Source: an optimization exercise on an open RTL-to-GDS flow (aim: small area). Production flows keep margins and buffers that such runs may drop.
The RTL was checked by simulation tests, not by an equivalence proof against the original design.
Power figures rest on the tool's default switching activity, not on a simulated workload.

Design decode_stage, start of the top module:
module decode_stage (
   input  logic                   clk,
   input  logic                   rstn,
   input  logic [32-1:0]       instruction_in,
   input  logic [32-1:0]       pc_in,
   input  logic [32-1:0]       pc_pls4_in,
   input  logic                   wrb_rd_write,
   input  logic [5-1:0] wrb_rd_addr,
   input  logic [32-1:0]       wrb_rd_data,
   output logic [32-1:0]       pc,
   output logic [32-1:0]       pc_pls4,
   output logic [32-1:0]       rs1_data,
   output logic [32-1:0]       rs2_data,
   output logic [5-1:0] rd_addr,
   output logic [32-1:0]       immediate,
   output decode_pkg::alu_op_e                alu_op,
   output decode_pkg::alu_a_sel_e             alu_a_sel,
   output decode_pkg::alu_b_sel_e             alu_b_sel,
   output decode_pkg::wb_sel_e                wb_sel,
   output logic                   reg_write,
   output logic                   dmem_req,
   output logic                   dmem_write,
   output logic                   dmem_unsigned,
   output decode_pkg::mem_size_e              dmem_size,
   output logic                   branch_enable,
   output decode_pkg::branch_op_e             branch_op,
   output logic                   jump_request,
   output logic                   pc_stall,
   output logic                   jalr_lsb_clear,
   output logic                   load_hazard_stall  
);
   decode_pkg::instr_u instr_eff;  
   logic               insert_nop;
   logic               jump_or_branch;
   logic               ex_load;
   decode_pkg::cls_e   cls_nxt;
   logic [31:7]        ir;
   decode_pkg::cls_e   cls;
   logic               vld;
   logic               bubble2;
   logic [32-1:1]   sel1, sel2;
   logic [7:0]             rs1_hi, rs2_hi, wr_hi, wr_hi_n;
   logic [3:0]             rs1_lo, rs2_lo, wr_lo, wr_lo_n;
   logic [32-1:0]       rs1_nxt, rs2_nxt;
   assign instr_eff = insert_nop ? 32'h0000_0013 : instruction_in;
   always_comb begin
  ...
For scale: about 3500 cells after synthesis, roughly 1200 flip-flops, ~320 I/O pins.
export LEC_CHECK = 0
export CAP_MARGIN = 10
export CORE_MARGIN = 2
export CORE_UTILIZATION = 50
export PLACE_DENSITY = 0.62
export SLEW_MARGIN = 10
export SYNTH_HIERARCHICAL = 1
create_clock -name core_clock -period 4.0 [get_ports {clk}]
standard.sh (not shown) runs the stock make flow with config.mk's settings and CLKGATE_MAP_FILE= SYNTH_SCRIPT=/design/flow/synth_recipe.tcl, a recipe that flattens the netlist after the stock synthesis.
==> flow/flow/run.sh <==
#!/bin/bash
# Layout flow: the standard ORFS flow (standard.sh) with these changes to
# how the layout is made:
#  - the port buffers that global placement inserts are buf_1 cells,
#  - clock tree synthesis uses larger sink clusters and no dummy loads, and
#  - after floorplan, the gates driving the register-file row lines are sized
#    up (flow/upsize_rows.tcl), so placement need not buffer those rows.
# Every tool's output goes to its own log in this folder (ORFS keeps its
# per-step logs under orfs/logs).
set -euo pipefail
export BUFFER_PORTS_ARGS="-buffer_cell sky130_fd_sc_hd__buf_1"
export CTS_ARGS="-sink_clustering_enable -repair_clock_nets -dont_use_dummy_load -sink_clustering_size 28 -sink_clustering_max_diameter 100"
export POST_FLOORPLAN_TCL="$PWD/flow/upsize_rows.tcl"
bash standard.sh synth > flow_synth.log 2>&1
bash standard.sh finish > flow_finish.log 2>&1
==> flow/flow/upsize_rows.tcl <==
# Size up the gates that drive the register-file row lines (the one-hot read
# selects and the write enables, each with one load per bit of a register) so
# that one gate drives its whole row. Run after floorplan (POST_FLOORPLAN_TCL).
set n 0
foreach inst [[ord::get_db_block] getInsts] {
  set m [[$inst getMaster] getName]
  if {$m ne "sky130_fd_sc_hd__and2_1" && $m ne "sky130_fd_sc_hd__or2_1"} { continue }
  set net [[$inst findITerm X] getNet]
  if {$net eq "NULL" || [llength [$net getITerms]] < 17} { continue }
  replace_cell [$inst getName] [string map {_1 _4} $m]
  incr n
}
puts "upsize_rows: sized up $n row-line drivers"
==> next run, changes <==
==> flow/flow/run.sh (replaced) <==
#!/bin/bash
# Layout flow: the standard ORFS flow (standard.sh) with two changes to how
# the layout is made:
#  - the port buffers that global placement inserts are buf_1 cells, and
#  - clock tree synthesis uses larger sink clusters and no dummy loads.
# Every tool's output goes to its own log in this folder (ORFS keeps its
# per-step logs under orfs/logs).
set -euo pipefail
export BUFFER_PORTS_ARGS="-buffer_cell sky130_fd_sc_hd__buf_1"
export CTS_ARGS="-sink_clustering_enable -repair_clock_nets -dont_use_dummy_load -sink_clustering_size 25 -sink_clustering_max_diameter 100"
bash standard.sh synth > flow_synth.log 2>&1
bash standard.sh finish > flow_finish.log 2>&1
removed: flow/flow/upsize_rows.tcl
Outcome:
- synthesized area stays the same
- clock-buffer cell count went up by 5
- via count went up by 2.1%

== amber ==
decode_stage, a different RTL version from the one above (not shown whole).
For scale: roughly 3500 cells after synthesis, ~1200 flip-flops.
==> flow/config.mk <==
export PLATFORM = sky130hd
export DESIGN_NAME = decode_stage
export DESIGN_NICKNAME = decode_stage
export VERILOG_FILES = /design/flow/design.v
export SDC_FILE = /design/flow/constraint.sdc
export NUM_CORES = 4
export LEC_CHECK = 0
export CAP_MARGIN = 20
export CORE_MARGIN = 2
export CORE_UTILIZATION = 50
export PLACE_DENSITY = 0.62
export SLEW_MARGIN = 20
export SYNTH_HIERARCHICAL = 1
==> flow/constraint.sdc <==
create_clock -name core_clock -period 4.0 [get_ports {clk}]
set_input_delay 0.8000 -clock core_clock [delete_from_list [all_inputs] [get_ports {clk}]]
set_output_delay 0.8000 -clock core_clock [all_outputs]
set_load 0.01 [all_outputs]
==> flow/flow/run.sh <==
#!/bin/bash
# Layout flow: the standard ORFS flow (standard.sh) with two changes to how
# the layout is made:
#  - the port buffers that global placement inserts are buf_1 cells, and
#  - clock tree synthesis uses larger sink clusters and no dummy loads.
# Every tool's output goes to its own log in this folder (ORFS keeps its
# per-step logs under orfs/logs).
set -euo pipefail
export BUFFER_PORTS_ARGS="-buffer_cell sky130_fd_sc_hd__buf_1"
export CTS_ARGS="-sink_clustering_enable -repair_clock_nets -dont_use_dummy_load -sink_clustering_size 30 -sink_clustering_max_diameter 80"
bash standard.sh synth > flow_synth.log 2>&1
bash standard.sh finish > flow_finish.log 2>&1
amber finished every step from synthesis to the final layout, and the layout passed the timing, design-rule and antenna checks.
## Diff of input files: nickel against amber
# amber
export LEC_CHECK = 0
export CAP_MARGIN = 20
export CORE_MARGIN = 2
export CORE_UTILIZATION = 50
export PLACE_DENSITY = 0.62
export SLEW_MARGIN = 20
export SYNTH_HIERARCHICAL = 1
create_clock -name core_clock -period 4.0 [get_ports {clk}]
# nickel
export LEC_CHECK = 0
export CAP_MARGIN = 5
export CORE_MARGIN = 2
export CORE_UTILIZATION = 50
export PLACE_DENSITY = 0.62
export SLEW_MARGIN = 5
export SYNTH_HIERARCHICAL = 1
create_clock -name core_clock -period 4.0 [get_ports {clk}]
--- a/flow/flow/run.sh
+++ b/flow/flow/run.sh
@@ -10 +10 @@
-export CTS_ARGS="-sink_clustering_enable -repair_clock_nets -dont_use_dummy_load -sink_clustering_size 30 -sink_clustering_max_diameter 80"
+export CTS_ARGS="-sink_clustering_enable -repair_clock_nets -dont_use_dummy_load -sink_clustering_size 25 -sink_clustering_max_diameter 100"
--- outcome ---
nickel finished every step from synthesis to the final layout, and the layout passed the timing, design-rule and antenna checks. A critical path endpoint of rs1_data[24] is what amber shows, while rs1_data[7] belongs to nickel. nickel: delay of the slowest critical-path stage higher than amber. Between amber and nickel, the difference in final layout net count is negligible. amber and nickel ended up with nearly the same sequential cell area share. Setup slack after layout, amber and nickel: smaller value in nickel.

decode_stage again, from the RTL that the note above started with.
clock: 4.0 ns
lec_check: 0
cap_margin: 20
core_margin: 2
core_utilization: 30
cts_cluster_diameter: 80
cts_cluster_size: 30
place_density: 0.45
slew_margin: 20
synth_hierarchical: 1
run.sh (not shown) runs the stock make flow with config.mk's settings and CLKGATE_MAP_FILE= SYNTH_SCRIPT=/design/flow/synth_recipe.tcl, a recipe that flattens the netlist after the stock synthesis.
Stock flow here: none of the scripts above is used.
The starting point went through all stages and came out clean.
==> next run, changes <==
==> flow/flow/run.sh (new file) <==
#!/bin/bash
# Layout flow: the standard ORFS flow (standard.sh) with two changes to how
# the layout is made:
#  - the port buffers that global placement inserts are buf_1 cells, and
#  - clock tree synthesis uses larger sink clusters and no dummy loads.
# Every tool's output goes to its own log in this folder (ORFS keeps its
# per-step logs under orfs/logs).
set -euo pipefail
export BUFFER_PORTS_ARGS="-buffer_cell sky130_fd_sc_hd__buf_1"
export CTS_ARGS="-sink_clustering_enable -repair_clock_nets -dont_use_dummy_load -sink_clustering_size 30 -sink_clustering_max_diameter 80"
bash standard.sh synth > flow_synth.log 2>&1
bash standard.sh finish > flow_finish.log 2>&1
==> flow/standard.sh (new file) <==
#!/bin/bash
# synth_recipe.tcl (not shown) runs the flow's synth.tcl, then flattens the netlist and writes it again
# the make line also repeats each setting of config.mk as NAME=value (left out here)
make -C /OpenROAD-flow-scripts/flow DESIGN_CONFIG=/design/flow/config.mk WORK_HOME=/design/flow/orfs CLKGATE_MAP_FILE= SYNTH_SCRIPT=/design/flow/synth_recipe.tcl "${@:-finish}"
removed: flow/run.sh
Design area falls by 7.1%.
Via count falls by 0.34%.
Critical path depth is unchanged.
Routed wire length rises by 4.4%.
Total power falls by 7.3%.
Sequential power barely changes.
Clock skew rises by 0.029 ns.

## what the ideal ports hide
The results above use ideal ports. As a check the final layouts listed here were re-extracted and re-timed, cells and wires unchanged. Step 1 (the two cells are an assumption about what drives the block):
set clk [get_ports {clk}]
set_driving_cell -lib_cell sky130_fd_sc_hd__clkbuf_16 $clk
set_driving_cell -lib_cell sky130_fd_sc_hd__buf_2 [delete_from_list [all_inputs] $clk]
Step 2 moves the port delays by t, midway between the first and last clock arrival at a register: inputs arrive t later, outputs are due t later. That takes back most of the time a late clock gives input paths. a / b / c = ideal / step 1 / step 2; a / b = the first two.
run	t (ns)	setup WS [ns]	worst setup path at the end	worst data-port slew with drivers (ns)
the first run of note 1	0.711	0.444 / 0.378 / 0.325	input to register	0.13
the second run of note 1	0.732	0.472 / 0.404 / 0.140	input to register	0.17
amber	0.716	0.546 / 0.482 / -0.128	input to register	0.06
nickel	0.714	0.504 / 0.473 / -0.165	input to register	0.05
the first run of note 3	0.780	0.084 / 0.009 / -0.056	input to register	0.06
the second run of note 3	0.763	0.369 / 0.287 / 0.151	input to register	0.11
Met with ideal ports but missed after step 2: setup timing in amber, nickel and the first run of note 3. The setup slack of amber, which loses most, moves by -0.064 ns with the drivers and by -0.674 ns with both steps.
